Source: an optimization exercise on an open RTL-to-GDS flow (aim: small area, a short achievable clock period and few clock cycles per item). Production flows keep margins and buffers that such runs may drop. The RTL was checked by simulation tests, not by an equivalence proof against the original design. No activity file was given, so power comes from the tool's default toggle rates.

`design/flow/design.v`:
```
package fppt_pkg;
    localparam int FLOW_W  = 20;
    localparam int TIME_W  = 22;
    localparam int CYC_W   = 5;
    localparam int MINF_W  = 15;
    localparam logic [1:0] BAND_N1  = 2'd0;
    localparam logic [1:0] BAND_N4  = 2'd1;
    localparam logic [1:0] BAND_N15 = 2'd2;
    localparam logic [1:0] BAND_N30 = 2'd3;
endpackage
module fppt_div (
    input  logic [fppt_pkg::FLOW_W-1:0] i_rem,
    input  logic [1:0]                  i_bits,
    input  logic [fppt_pkg::FLOW_W-1:0] i_dvs,
    input  logic [fppt_pkg::FLOW_W+1:0] i_dvs3,
    input  logic [4:0]                  i_nrem,
    input  logic [1:0]                  i_band,
    output logic [fppt_pkg::FLOW_W-1:0] o_rem,
    output logic [4:0]                  o_nrem,
    output logic [1:0]                  o_digit
);
    localparam int FW = fppt_pkg::FLOW_W;
    logic [FW+1:0] w_t;
    logic [FW+2:0] w_d1, w_d2, w_d3;
    logic          w_ge1, w_ge2, w_ge3;
    logic [1:0]    w_q;
    logic [6:0]    w_n4;
    logic [6:0]    w_n1, w_n2, w_n3;
    assign w_t  = {i_rem, i_bits};
    assign w_d1 = {1'b0, w_t} - {3'b000, i_dvs};
    assign w_d2 = {1'b0, w_t} - {2'b00, i_dvs, 1'b0};
    assign w_d3 = {1'b0, w_t} - {1'b0, i_dvs3};
    assign w_ge1 = ~w_d1[FW+2];
    assign w_ge2 = ~w_d2[FW+2];
    assign w_ge3 = ~w_d3[FW+2];
    always_comb begin
        if (w_ge3) begin
            w_q   = 2'd3;
            o_rem = w_d3[FW-1:0];
        end else if (w_ge2) begin
            w_q   = 2'd2;
            o_rem = w_d2[FW-1:0];
        end else if (w_ge1) begin
            w_q   = 2'd1;
            o_rem = w_d1[FW-1:0];
        end else begin
            w_q   = 2'd0;
            o_rem = w_t[FW-1:0];
        end
    end
    always_comb begin
        case (i_band)
            fppt_pkg::BAND_N4:  begin w_n1 = 7'd4;  w_n2 = 7'd8;  w_n3 = 7'd12; end
            fppt_pkg::BAND_N15: begin w_n1 = 7'd15; w_n2 = 7'd30; w_n3 = 7'd45; end
            fppt_pkg::BAND_N30: begin w_n1 = 7'd30; w_n2 = 7'd60; w_n3 = 7'd90; end
            default:            begin w_n1 = 7'd1;  w_n2 = 7'd2;  w_n3 = 7'd3;  end
        endcase
    end
    assign w_n4 = {i_nrem, w_q};
    always_comb begin
        if (w_n4 >= w_n3) begin
            o_digit = 2'd3;
            o_nrem  = 5'(w_n4 - w_n3);
        end else if (w_n4 >= w_n2) begin
            o_digit = 2'd2;
            o_nrem  = 5'(w_n4 - w_n2);
        end else if (w_n4 >= w_n1) begin
            o_digit = 2'd1;
            o_nrem  = 5'(w_n4 - w_n1);
        end else begin
            o_digit = 2'd0;
            o_nrem  = w_n4[4:0];
        end
    end
endmodule
module fppt_seq #(
    parameter int WINDOW_MS = 3600000
) (
    input  logic                         i_clk,
    input  logic                         i_rst_n,
    input  logic                         i_we,
    input  logic [0:0]                   i_idx,
    input  logic [fppt_pkg::FLOW_W-1:0]  i_max_flow,
    input  logic [fppt_pkg::FLOW_W-1:0]  i_flow,
    output logic                         o_ready,
    output logic [fppt_pkg::TIME_W-1:0]  o_on,
    output logic                         o_rf,
    output logic [1:0]                   o_band,
    output logic [fppt_pkg::MINF_W-1:0]  o_q60
);
    localparam int FW = fppt_pkg::FLOW_W;
    localparam int TW = fppt_pkg::TIME_W;
    localparam logic [1:0] S_MUL  = 2'd0;
    localparam logic [1:0] S_DIV  = 2'd1;
    localparam logic [1:0] S_DONE = 2'd2;
    logic [1:0]    r_state;
    logic [3:0]    r_cnt;
    logic [FW-1:0] r_rem;
    logic [TW-1:0] r_quo;
    logic [4:0]    r_nrem;
    logic [1:0]    r_band;
    logic [FW+1:0] r_m3;
    logic [3:0]    r_m60_cnt;
    logic [5:0]    r_r60;
    logic [FW-1:0] r_q60;
    logic [FW+TW-1:0] w_prod;
    logic [FW+1:0] w_m3;
    logic [FW+2:0] w_f5;
    logic [1:0]    w_band;
    logic          w_mz, w_fz, w_ge;
    logic [FW-1:0] w_rem;
    logic [4:0]    w_nrem;
    logic [1:0]    w_digit;
    logic          w_last;
    logic          w_m60_done;
    logic [5:0]    w_r60;
    logic [1:0]    w_q60;
    localparam logic [FW+TW-1:0] WIN_W = (FW+TW)'(WINDOW_MS);
    generate
        if (WINDOW_MS == 3600000) begin : g_csd
            logic [FW+TW-1:0] w_f;
            assign w_f    = (FW+TW)'(i_flow);
            assign w_prod = (w_f << 22) - (w_f << 19) - (w_f << 16) - (w_f << 12) - (w_f << 8) - (w_f << 7);
        end else begin : g_mul
            assign w_prod = (FW+TW)'(i_flow) * WIN_W;
        end
    endgenerate
    assign w_m3   = {1'b0, i_max_flow, 1'b0} + {2'b00, i_max_flow};
    assign w_f5   = {1'b0, i_flow, 2'b00} + {3'b000, i_flow};
    assign w_mz   = (i_max_flow == '0);
    assign w_fz   = (i_flow == '0);
    assign w_ge   = (i_flow >= i_max_flow);
    always_comb begin
        if (w_fz)                                              w_band = fppt_pkg::BAND_N1;
        else if (w_f5 <= (FW+3)'(i_max_flow[FW-1:2]))           w_band = fppt_pkg::BAND_N1;
        else if (w_f5 <= (FW+3)'(i_max_flow[FW-1:1]))           w_band = fppt_pkg::BAND_N4;
        else if ({2'b00, i_flow} <= (FW+2)'(i_max_flow[FW-1:2])) w_band = fppt_pkg::BAND_N15;
        else if ({2'b00, i_flow} <= (FW+2)'(w_m3[FW+1:2]))     w_band = fppt_pkg::BAND_N30;
        else                                                   w_band = fppt_pkg::BAND_N1;
    end
    fppt_div u_step (
        .i_rem   (r_rem),
        .i_bits  (r_quo[TW-1:TW-2]),
        .i_dvs   (i_max_flow),
        .i_dvs3  (r_m3),
        .i_nrem  (r_nrem),
        .i_band  (r_band),
        .o_rem   (w_rem),
        .o_nrem  (w_nrem),
        .o_digit (w_digit)
    );
    assign w_last = (r_state == S_DIV) && (r_cnt == 4'd10);
    always_ff @(posedge i_clk) begin
        r_m3 <= w_m3;
    end
    always_ff @(posedge i_clk) begin
        if (!i_rst_n || i_we) begin
            r_state <= S_MUL;
        end else begin
            case (r_state)
                S_MUL:   r_state <= (w_ge || w_fz) ? S_DONE : S_DIV;
                S_DIV:   if (w_last) r_state <= S_DONE;
                default: ;
            endcase
        end
    end
    always_ff @(posedge i_clk) begin
        case (r_state)
            S_MUL: begin
                r_rem  <= w_prod[FW+TW-1:TW];
                r_quo  <= w_ge ? (w_mz ? '0 : TW'(WINDOW_MS)) : w_prod[TW-1:0];
                r_nrem <= '0;
                r_cnt  <= '0;
                r_band <= w_band;
            end
            S_DIV: begin
                r_rem  <= w_rem;
                r_quo  <= {r_quo[TW-3:0], w_digit};
                r_nrem <= w_nrem;
                r_cnt  <= r_cnt + 4'd1;
            end
            default: ;
        endcase
    end
    always_comb begin
        logic [6:0] r;
        r = {r_r60, r_q60[FW-1]};
        w_q60[1] = (r >= 7'd60);
        if (w_q60[1]) r = r - 7'd60;
        r = {r[5:0], r_q60[FW-2]};
        w_q60[0] = (r >= 7'd60);
        if (w_q60[0]) r = r - 7'd60;
        w_r60 = r[5:0];
    end
    assign w_m60_done = (r_m60_cnt == 4'd10);
    always_ff @(posedge i_clk) begin
        if (!i_rst_n || (i_we && i_idx == 1'b0)) begin
            r_m60_cnt <= 4'd15;
        end else if (r_m60_cnt == 4'd15) begin
            r_m60_cnt <= 4'd0;
        end else if (!w_m60_done) begin
            r_m60_cnt <= r_m60_cnt + 4'd1;
        end
    end
    always_ff @(posedge i_clk) begin
        if (r_m60_cnt == 4'd15) begin
            r_r60 <= '0;
            r_q60 <= i_max_flow;
        end else if (!w_m60_done) begin
            r_r60 <= w_r60;
            r_q60 <= {r_q60[FW-3:0], w_q60};
        end
    end
    assign o_ready = (w_last || (r_state == S_DONE)) && w_m60_done;
    assign o_on    = w_last ? {r_quo[TW-3:0], w_digit} : r_quo;
    assign o_rf    = w_last ? (w_nrem != '0) : (r_nrem != '0);
    assign o_band  = r_band;
    assign o_q60   = r_q60[fppt_pkg::MINF_W-1:0];
endmodule
module flow_proportioned_pump_timer_unit #(
    parameter int WINDOW_MS = 3600000
) (
    input  logic                        i_clk,
    input  logic                        i_rst_n,
    input  logic                        i_tick_valid,
    output logic                        o_tick_ready,
    input  logic                        i_tick,
    output logic                        o_res_valid,
    input  logic                        i_res_ready,
    output logic                        o_pump_on,
    output logic [fppt_pkg::TIME_W-1:0] o_phase_ms,
    output logic [fppt_pkg::TIME_W-1:0] o_on_time_ms,
    output logic [fppt_pkg::TIME_W-1:0] o_off_time_ms,
    output logic [fppt_pkg::CYC_W-1:0]  o_cycles_per_hour,
    output logic [fppt_pkg::MINF_W-1:0] o_min_flow,
    input  logic                        i_cfg_we,
    input  logic [0:0]                  i_cfg_idx,
    input  logic [fppt_pkg::FLOW_W-1:0] i_cfg_wdata
);
    localparam int FW = fppt_pkg::FLOW_W;
    localparam int TW = fppt_pkg::TIME_W;
    localparam logic [TW-1:0] BASE_N1  = TW'(WINDOW_MS);
    localparam logic [TW-1:0] BASE_N4  = TW'(WINDOW_MS / 4);
    localparam logic [TW-1:0] BASE_N15 = TW'(WINDOW_MS / 15);
    localparam logic [TW-1:0] BASE_N30 = TW'(WINDOW_MS / 30);
    logic [FW-1:0] r_max_flow;
    logic [FW-1:0] r_flow;
    logic [TW-1:0] r_p;
    logic          r_p_inc;
    logic          r_p_zero;
    logic          r_pump;
    logic          r_res_valid;
    logic [TW-1:0] r_on;
    logic          r_rf;
    logic [1:0]    r_band;
    logic [fppt_pkg::MINF_W-1:0] r_minf;
    logic          w_ready;
    logic [TW-1:0] w_on;
    logic          w_rf;
    logic [1:0]    w_band;
    logic          w_free;
    logic          w_take;
    logic [TW-1:0] w_phase;
    logic [TW-1:0] w_base;
    logic [TW-1:0] w_period;
    logic          w_le_on;
    logic          w_le_per;
    logic [fppt_pkg::MINF_W-1:0] w_q60;
    fppt_seq #(
        .WINDOW_MS (WINDOW_MS)
    ) u_seq (
        .i_clk      (i_clk),
        .i_rst_n    (i_rst_n),
        .i_we       (i_cfg_we),
        .i_idx      (i_cfg_idx),
        .i_max_flow (r_max_flow),
        .i_flow     (r_flow),
        .o_ready    (w_ready),
        .o_on       (w_on),
        .o_rf       (w_rf),
        .o_band     (w_band),
        .o_q60      (w_q60)
    );
    assign w_free       = !r_res_valid || i_res_ready;
    assign o_tick_ready = w_ready && !i_cfg_we && w_free;
    assign w_take       = i_tick_valid && o_tick_ready;
    always_comb begin
        if (r_p_zero)     w_phase = '0;
        else if (r_p_inc) w_phase = r_p + 1'b1;
        else              w_phase = r_p;
    end
    always_comb begin
        case (r_band)
            fppt_pkg::BAND_N4:  w_base = BASE_N4;
            fppt_pkg::BAND_N15: w_base = BASE_N15;
            fppt_pkg::BAND_N30: w_base = BASE_N30;
            default:            w_base = BASE_N1;
        endcase
    end
    assign w_period = w_base - TW'(r_rf);
    assign w_le_on  = (w_phase <= r_on);
    assign w_le_per = (w_phase <= w_period);
    always_ff @(posedge i_clk) begin
        if (!i_rst_n) begin
            r_max_flow  <= '0;
            r_flow      <= '0;
            r_p_zero    <= 1'b1;
            r_p_inc     <= 1'b0;
            r_pump      <= 1'b0;
            r_res_valid <= 1'b0;
        end else begin
            if (i_cfg_we) begin
                if (i_cfg_idx == 1'b0) r_max_flow <= i_cfg_wdata;
                else                   r_flow     <= i_cfg_wdata;
                r_p_zero <= 1'b1;
                r_p_inc  <= 1'b0;
            end else if (w_take) begin
                if (i_tick) begin
                    r_p_zero <= !w_le_per;
                    r_p_inc  <= w_le_per;
                    if (w_le_on)       r_pump <= 1'b1;
                    else if (w_le_per) r_pump <= 1'b0;
                end else begin
                    r_p_zero <= 1'b0;
                    r_p_inc  <= 1'b0;
                end
            end
            if (w_take) begin
                r_res_valid <= 1'b1;
            end else if (i_res_ready) begin
                r_res_valid <= 1'b0;
            end
        end
    end
    always_ff @(posedge i_clk) begin
        if (w_take) begin
            r_p <= w_phase;
        end
    end
    always_ff @(posedge i_clk) begin
        if (w_ready && w_free) begin
            r_on   <= w_on;
            r_rf   <= w_rf;
            r_band <= w_band;
            r_minf <= (w_q60 == '0) ? '0 : w_q60 + 1'b1;
        end
    end
    assign o_res_valid       = r_res_valid;
    assign o_pump_on         = r_pump;
    assign o_phase_ms        = r_p;
    assign o_on_time_ms      = r_on;
    assign o_off_time_ms     = w_period - r_on;
    assign o_min_flow        = r_minf;
    always_comb begin
        case (r_band)
            fppt_pkg::BAND_N4:  o_cycles_per_hour = 5'd4;
            fppt_pkg::BAND_N15: o_cycles_per_hour = 5'd15;
            fppt_pkg::BAND_N30: o_cycles_per_hour = 5'd30;
            default:            o_cycles_per_hour = 5'd1;
        endcase
    end
endmodule
```
`design/flow/run.sh`:
```
#!/bin/bash
# synth_recipe.tcl (not shown) runs the flow's synth.tcl, then flattens the netlist and writes it again
# the make line also repeats each setting of config.mk as NAME=value (left out here)
make -C /OpenROAD-flow-scripts/flow DESIGN_CONFIG=/design/flow/config.mk WORK_HOME=/design/flow/orfs CLKGATE_MAP_FILE= SYNTH_SCRIPT=/design/flow/synth_recipe.tcl finish
```
`design/flow/config.mk`:
```
export PLATFORM = sky130hd
export DESIGN_NAME = flow_proportioned_pump_timer_unit
export DESIGN_NICKNAME = flow_proportioned_pump_timer_unit
export VERILOG_FILES = /design/flow/design.v
export SDC_FILE = /design/flow/constraint.sdc
export NUM_CORES = 4
export LEC_CHECK = 0
export CAP_MARGIN = 20
export CORE_MARGIN = 2
export CORE_UTILIZATION = 40
export PLACE_DENSITY = 0.6
export SETUP_SLACK_MARGIN = 3.5
export SLEW_MARGIN = 20
```
`design/flow/constraint.sdc`:
```
create_clock -name core_clock -period 8.0 [get_ports {i_clk}]
set_input_delay 1.6000 -clock core_clock [delete_from_list [all_inputs] [get_ports {i_clk}]]
set_output_delay 1.6000 -clock core_clock [all_outputs]
set_load 0.01 [all_outputs]
```
==> impl_metrics.env, run 1 <==
export IMPL_grt_use_met3_pct=2.82
export IMPL_cp_max_fo=4
export IMPL_cts_tree="done"
export IMPL_power_density_nw_per_um2=301
export IMPL_required_ns=6.40
export IMPL_status="complete, no violations"
export IMPL_fin_crit_sh_pct=66.5
export IMPL_period_needed_ns=5.32
export IMPL_h_tree_depth=1
export IMPL_ys_types=78
export IMPL_insertion_delay_ns=0.58
export IMPL_finalWirelength_microns=72800
export IMPL_ctsLongestPathBuffers=3
export IMPL_clk_pin_slew_ns=0.06
export IMPL_slowest_delay_ns=0.45
export IMPL_worst_clock_skew_ns=0.0186
export IMPL_first_pass_iters=5
export IMPL_core_area_sq_um=55000
export IMPL_fp_dieArea_sq_um=57300
export IMPL_drv_cap=0
export IMPL_maxSlewHeadroom_pct=23.7
export IMPL_dieWidth_microns=239
export IMPL_final_nets=3290
export IMPL_io_pin_count=116
export IMPL_critPathTopFamily="compound AO/OA/AOI/OAI gates"
export IMPL_cp_start_kind="flip-flop"
export IMPL_drt_iter0_markers=1380
export IMPL_antenna_found_initial=0
export IMPL_ys_warn_count=3
export IMPL_slowest_stage="edfxtp_1"
export IMPL_setup_viol=0
export IMPL_dpl_hpwl_microns=54200
export IMPL_multi_input_area_sq_um=16500
export IMPL_grt_pass1_vias=19300
export IMPL_cp_common_cell="ha_4"
export IMPL_irDropWorstVdd_uv=181
export IMPL_wl_per_cell_microns=20.3
export IMPL_p_int_mw=4.62
export IMPL_syn_avg_cell_area_sq_um=8.64
export IMPL_port_buffers=115
export IMPL_gr_usage_all_layers_pct=25.0
export IMPL_arrival_ns=3.72
export IMPL_max_freq_mhz=188
export IMPL_ant_nets=0
export IMPL_dpl_worst_slack_ns=2.46
export IMPL_synth_area_sq_um=22200
export IMPL_path_cells="ha_4 > inv_2 > ha_4 > xor2_2 > ha_4 > and3_4 > a211oi_4 > nor4_4 > o31ai_2 > buf_4 > a211oi_4 > or2_1 > o211ai_1 > buf_2"
export IMPL_drc_errors=0
export IMPL_design_area_sq_um=27600
export IMPL_clockRootBuffer="clkbuf_16"
export IMPL_p_leak_nw=12.1
export IMPL_cts_hold_buf=0
export IMPL_ys_seq_area_share_pct=25.3
export IMPL_p_seq_share_pct=21.4
export IMPL_cts_made_buffers=27
export IMPL_ys_seq_elements=213
export IMPL_postLayoutCoreUtil_pct=50.2
export IMPL_setup_tns_ns=0
export IMPL_async_reset_ff_share_pct=0
export IMPL_die_height_microns=239
export IMPL_grt_pass1_wl_microns=111000
export IMPL_syn2layout_area_growth_pct=24.5
export IMPL_regArea_sq_um=5710
export IMPL_top_usage_layer="met2"
export IMPL_postPlaceCellArea_sq_um=24400
export IMPL_use_met1_pct=31.7
export IMPL_grt_ovfl_total=0
export IMPL_power_frac_clock_pct=15.9
export IMPL_grt_setup_unrepaired="yes"
export IMPL_antenna_cells=0
export IMPL_grt_max_degree=58
export IMPL_hold_path_class="flip-flop to flip-flop"
export IMPL_clock_sinks=213
export IMPL_fill_cells=5184
export IMPL_synth_nets=3032
export IMPL_globalplace_congestion=0.938
export IMPL_rows=86
export IMPL_layout_setup_ws_ns=2.68
export IMPL_drive_gt1_share_pct=17.2
export IMPL_netlist_instances=2564
export IMPL_sw_frac_of_total_pct=44.3
export IMPL_p_comb_share_pct=62.7
export IMPL_maxSlewViolCount=0
export IMPL_start_util_pct=40.3
export IMPL_cp_end_kind="output port"
export IMPL_critical_path_class="flip-flop to output port"
export IMPL_worst_slew_pin_slew_ns=1.12
export IMPL_final_hold_violation_count=0
export IMPL_synthFlopType="edfxtp_1"
export IMPL_via_count=19900
export IMPL_via_per_inst=5.55
export IMPL_switchingPower_mw=3.67
export IMPL_crit_buf_inv=3
export IMPL_synth_edf_count=135
export IMPL_met2_usage_pct=43.7
-- sequential cells by signal, indices dropped and copies added, names as in the netlist, 5 cells and up --
register / cells
r_flow: 20
r_max_flow: 20
u_seq.r_nrem: 5
u_seq.r_m3: 22
r_p: 22
u_seq.r_r60: 6
u_seq.r_quo: 22
r_on: 22
u_seq.r_rem: 20
u_seq.r_q60: 20
r_minf: 15
-- layer usage --
| metal | routed length (microns) | part of all wire (%) | vias up |
|---|---|---|---|
| met2 | 35100 | 48 | 512 |
| met3 | 3500 | 4.8 | 119 |
| met1 | 31100 | 43 | 9660 |
| li1 | - | - | 9626 |
| met4 | 3090 | 4.2 | 0 |
| met5 | 0 | 0 | - |
-- kinds of logic (layout without fill, tap and decap cells) --
kind of cell             Yosys count  in the layout  synth area share (%)
flip-flops                       213            213                  25.3
multiplexers                      10             10                 0.457
adder cells (fa/ha/maj)          441            441                  27.0
buffers and inverters            336            614                  5.71
AND/OR/NAND/NOR                  760            760                  16.1
XOR/XNOR                         149            149                  5.89
AO/OA/AOI/OAI                    655            655                  19.5
-- cells in the final DEF (no fill, tap or decap), types with 56 or more instances in the layout --
cell             count
fa_1                56
clkdlybuf4s50_1     96
nor2_1             154
nand2_1            283
buf_4              153
ha_1               345
xnor2_1             80
inv_1              239
a21o_1              86
edfxtp_1           135
o21ai_0             93
a21oi_1            146
-- timing repair --
item	4_1_cts	5_1_grt
setup endpoints to repair	46	40
setup buffers	106	44
resized for setup	218	117
pin swaps	80	77
-- Yosys cell counts (all sizes together), types with 8 or more instances --
cell / instances / area share [%]
edfxtp: 135 / 18
a31oi: 18 / 0.51
a21oi: 169 / 3.8
nor4: 8 / 0.23
dfxtp: 78 / 7.0
o21ai: 128 / 2.9
xor2: 58 / 2.3
a21o: 86 / 2.9
fa: 62 / 5.6
inv: 283 / 4.8
and2: 16 / 0.45
or2: 11 / 0.31
nand3: 45 / 1.0
mux2i: 9 / 0.41
and3: 23 / 0.65
nand2b: 35 / 0.99
nand2: 286 / 4.8
nor2b: 39 / 1.1
o21bai: 9 / 0.30
a211oi: 26 / 0.88
nor3: 43 / 0.99
o31ai: 17 / 0.60
nand4: 45 / 1.3
xnor2: 91 / 3.6
clkbuf: 52 / 0.88
o21a: 42 / 1.5
a21boi: 57 / 1.9
or3: 18 / 0.51
ha: 379 / 21
nor2: 165 / 2.8
o211ai: 30 / 1.0
-- path summary, 6_finish.rpt --
check | cells past startpoint | endpoint | slack [ns] | from
min | 0 | u_seq.r_m3[0] | 0.44 | r_max_flow[0]
min reg2reg | 0 | u_seq.r_m3[0] | 0.44 | r_max_flow[0]
max | 14 | o_off_time_ms[21] | 2.68 | r_band[0]
max reg2reg | 23 | r_rf | 3.09 | u_seq.r_quo[21]
-- through the flow --
step | power [mW] | hold WS [ns] | cells
floorplan | 4.95 | 0.414 | 2564
global placement | 6.00 | 0.477 | 3391
detailed placement | 6.04 | 0.483 | 3391
CTS | 7.76 | 0.444 | 3546
global route | 8.87 | 0.454 | 3590
finish | 8.29 | 0.440 | 3590
-- power groups by stage --
stage	logic [mW]	clock network, mW	registers [mW]
6_report	5.20	1.32	1.77
2_1_floorplan	3.30	0	1.64
5_1_grt	5.69	1.38	1.79
4_1_cts	4.65	1.34	1.76
3_5_place_dp	4.25	0	1.79
3_3_place_gp	4.21	0	1.79
-- cell type report --
class	count	area share [%]
Clock buffer	37	2.66
Clock inverter	12	0.726
Inverter	283	4.17
Multi-Input combinational cell	2015	59.7
Sequential cell	213	20.7
Tap cell	748	3.39
Timing Repair Buffer	282	8.66
Testbench counts, summed over its fixed seeds: cycles 4,334, updates 320.
==> run 2: changes to the inputs <==
--- a/design/flow/config.mk
+++ b/design/flow/config.mk
@@ -10,4 +10,3 @@
 export CORE_UTILIZATION = 40
 export PLACE_DENSITY = 0.6
-export SETUP_SLACK_MARGIN = 3.5
 export SLEW_MARGIN = 20
==> run 2 against run 1 <==
  * Register-to-register slack worse by 1.2 ns
  * Global-route usage shrank 0.77 points
  * Sequential power about the same
  * Sequential cell count unchanged
  * Final cell count decreased by 3.7%
  * Clock skew fell by 0.0051 ns
  * Cell area shrank 8.6%
  * Count of clock-buffer cells in the layout decreased by 1
  * Synthesized area is the same
  * Utilization fell by 4.3 points
  * Combinational power down 16%
  * Routed wire length fell by 3.9%
  * Still clean on timing, DRC and antenna
==> impl_metrics.env, run 2 <==
export IMPL_syn_avg_cell_area_sq_um=8.64
export IMPL_max_freq_mhz=157
export IMPL_hold_path_class="flip-flop to flip-flop"
export IMPL_via_per_inst=5.52
export IMPL_finalWirelength_microns=69900
export IMPL_postPlaceCellArea_sq_um=24300
export IMPL_crit_start="r_rf"
export IMPL_path_cells="inv_1 > ha_1 > fa_1 > nor2b_1 > o21ai_0 > a21boi_1 > o21ai_0 > a21boi_0 > o21ai_1 > a21oi_1 > o31ai_1 > o211ai_1 > a31oi_1 > o21bai_1 > xor2_1 > clkdlybuf4s50_1"
export IMPL_p_leak_nw=11.2
export IMPL_async_reset_ff_share_pct=0
export IMPL_slowest_stage="clkdlybuf4s50_1"
export IMPL_synth_top_area_cell="ha_1"
export IMPL_via_count=19100
export IMPL_wl_met2_microns=32100
export IMPL_h_tree_depth=1
export IMPL_rrSetupSlack_ns=1.87
export IMPL_insertion_delay_ns=0.59
export IMPL_regArea_sq_um=5620
export IMPL_grt_pass1_vias=18800
export IMPL_first_pass_iters=6
export IMPL_cts_resized_gates=0
export IMPL_setup_viol=0
export IMPL_r2r_start="r_max_flow[1]"
export IMPL_cts_hold_buf=0
export IMPL_port_buffers=115
export IMPL_synth_top_area_share_pct=21.4
export IMPL_ys_warn_count=3
export IMPL_cp_end_kind="output port"
export IMPL_cp_max_fo=8
export IMPL_wl_per_cell_microns=20.2
export IMPL_ys_seq_elements=213
export IMPL_p_comb_share_pct=59.1
export IMPL_clock_sinks=213
export IMPL_ys_types=78
export IMPL_cp_common_cell="o21ai_0"
export IMPL_power_frac_clock_pct=17.1
export IMPL_syn2layout_area_growth_pct=13.8
export IMPL_ys_top_cells_by_area="ha_1, edfxtp_1, dfxtp_1"
export IMPL_dpl_hpwl_microns=56400
export IMPL_critical_path_class="flip-flop to output port"
export IMPL_design_area_sq_um=25200
export IMPL_maxSlewHeadroom_pct=22.3
export IMPL_irDropWorstVdd_uv=184
export IMPL_final_cell_mix="ha_1, nand2_1, inv_1"
export IMPL_r2r_cells=21
export IMPL_maxSlewViolCount=0
export IMPL_dieWidth_microns=239
export IMPL_required_ns=6.40
export IMPL_ctsLongestPathBuffers=3
export IMPL_multi_input_area_sq_um=15300
export IMPL_antenna_found_initial=0
export IMPL_clockRootBuffer="clkbuf_16"
export IMPL_drv_cap=0
export IMPL_synthFlopType="edfxtp_1"
export IMPL_sw_frac_of_total_pct=46.3
export IMPL_netlist_instances=2564
export IMPL_globalplace_congestion=0.996
export IMPL_worst_slew_pin_slew_ns=1.14
export IMPL_core_area_sq_um=55000
export IMPL_p_int_mw=3.96
export IMPL_start_util_pct=40.3
export IMPL_synth_nets=3032
export IMPL_rows=86
export IMPL_final_nets=3154
export IMPL_grt_ovfl_total=0
export IMPL_gr_usage_all_layers_pct=24.2
export IMPL_synth_edf_count=135
export IMPL_cts_made_buffers=28
export IMPL_p_seq_share_pct=23.9
export IMPL_slowest_delay_ns=0.55
export IMPL_grt_pass1_wl_microns=107000
export IMPL_timing_rr_end="u_seq.r_band[1]"
export IMPL_fp_dieArea_sq_um=57300
export IMPL_power_density_nw_per_um2=292
export IMPL_io_pin_count=116
export IMPL_synth_area_sq_um=22200
export IMPL_cp_endpoint="o_off_time_ms[20]"
export IMPL_die_height_microns=239
export IMPL_drive_gt1_share_pct=4.10
export IMPL_setup_tns_ns=0
export IMPL_drt_met1_wl_microns=31200
export IMPL_worst_clock_skew_ns=0.0134
export IMPL_postCtsSetupBuffers=0
export IMPL_cp_start_kind="flip-flop"
export IMPL_ant_nets=0
export IMPL_antenna_cells=0
export IMPL_grt_max_degree=58
export IMPL_clk_pin_slew_ns=0.06
export IMPL_drc_errors=0
export IMPL_final_hold_violation_count=0
export IMPL_drt_iter0_markers=1134
export IMPL_arrival_ns=4.75
export IMPL_grt_setup_unrepaired="no"
export IMPL_fin_crit_sh_pct=79.4
export IMPL_fill_cells=5339
export IMPL_synth_common_cells="ha_1, nand2_1, inv_1"
export IMPL_status="complete, no violations"
export IMPL_final_common_cell="ha_1"
export IMPL_synth_most_common_cell="ha_1"
export IMPL_period_needed_ns=6.35
export IMPL_dr_max_layer_used="met4"
export IMPL_switchingPower_mw=3.41
export IMPL_ys_seq_area_share_pct=25.3
export IMPL_wl_met3_microns=4180
export IMPL_cts_tree="done"
-- run 2: cell counts after synthesis --
No cell type changed its count.
-- run 2: worst min-delay path by stage --
stage / start / endpoint / slack [ns] / cells past startpoint
final: u_seq.r_r60[4] / u_seq.r_r60[4] / 0.49 / 2
after global routing: u_seq.r_r60[4] / u_seq.r_r60[4] / 0.52 / 2
after CTS: u_seq.r_r60[4] / u_seq.r_r60[4] / 0.49 / 2
after detailed placement: u_seq.r_r60[4] / u_seq.r_r60[4] / 0.49 / 2
after global placement: u_seq.r_r60[4] / u_seq.r_r60[4] / 0.48 / 2
after floorplan: r_max_flow[0] / u_seq.r_m3[0] / 0.41 / 0
-- run 2: critical path, delay by kind of cell, from the launching register on --
family / cells / cell delay [ns]
AO/OA/AOI/OAI: 10 / 1.92
buffers and inverters: 2 / 0.76
adder cells (fa/ha/maj): 2 / 0.67
flip-flops: 1 / 0.54
XOR/XNOR: 1 / 0.16
AND/OR/NAND/NOR: 1 / 0.12
-- run 2: layer usage --
layer	global-route usage, %	vias to the layer above
li1	-	9354
met1	31.3	9069
met2	40.5	506
met3	4.47	139
met4	8.22	0
met5	0	-
-- run 2: kinds of logic (layout without fill, tap and decap cells) --
logic type               count (synthesis)  in the layout  share of synthesized area (%)
XOR/XNOR                               149            149                           5.89
AND/OR/NAND/NOR                        760            760                           16.1
AO/OA/AOI/OAI                          655            655                           19.5
buffers and inverters                  336            480                           5.71
adder cells (fa/ha/maj)                441            441                           27.0
flip-flops                             213            213                           25.3
multiplexers                            10             10                          0.457
-- run 2: area by class of cell --
class                   count  share of cell area, %
multi-input cells        2015                   60.7
inverters                 283                   4.21
well taps                 748                   3.71
flip-flops and latches    213                   22.3
clock inverters            16                  0.551
clock buffers              36                   3.08
repair buffers            145                   5.49
-- run 2: through the flow --
step | hold WS, ns | worst slack, ns | utilization (%) | power, mW | instances
3_3_place_gp | 0.475 | 2.04 | 44.2 | 6.02 | 3403
4_1_cts | 0.495 | 1.62 | 45.8 | 7.35 | 3456
3_5_place_dp | 0.486 | 1.98 | 44.2 | 6.06 | 3404
5_1_grt | 0.522 | 1.27 | 45.9 | 7.92 | 3456
2_1_floorplan | 0.414 | 0.966 | - | 4.84 | 2564
6_report | 0.489 | 1.65 | 45.9 | 7.37 | 3456
-- run 2: power by group through the flow --
stage	combinational [mW]	sequential, mW	clock [mW]
after floorplan	3.19	1.64	0
after global placement	4.25	1.77	0
after detailed placement	4.28	1.78	0
after CTS	4.31	1.76	1.28
after global routing	4.82	1.78	1.32
final	4.35	1.76	1.26

[afterwards: timing with drivers on the ports]
The flow's constraints put no driver on any port. The routed layouts listed below were extracted and timed again, unchanged, in two steps.
Step 1, drivers: a clkbuf_16 drives i_clk and a buf_2 each remaining input, both assumed.
Step 2 moves the port delays by t, midway between the first and last clock arrival at a register: inputs arrive t later, outputs are due t later. That takes back most of the time a late clock gives input paths.
a / b / c = ideal ports / drivers / drivers and shift; a / b = the first two.
run	shift t [ns]	slack for setup (ns)	hold slack, ns	pins driven straight from the clock port
run 1	0.629	2.680 / 2.626 / 3.088	0.440 / 0.440 / 0.440	1
run 2	0.634	1.645 / 1.592 / 1.868	0.489 / 0.489 / 0.489	1
After both steps setup and hold are still met in every run listed.
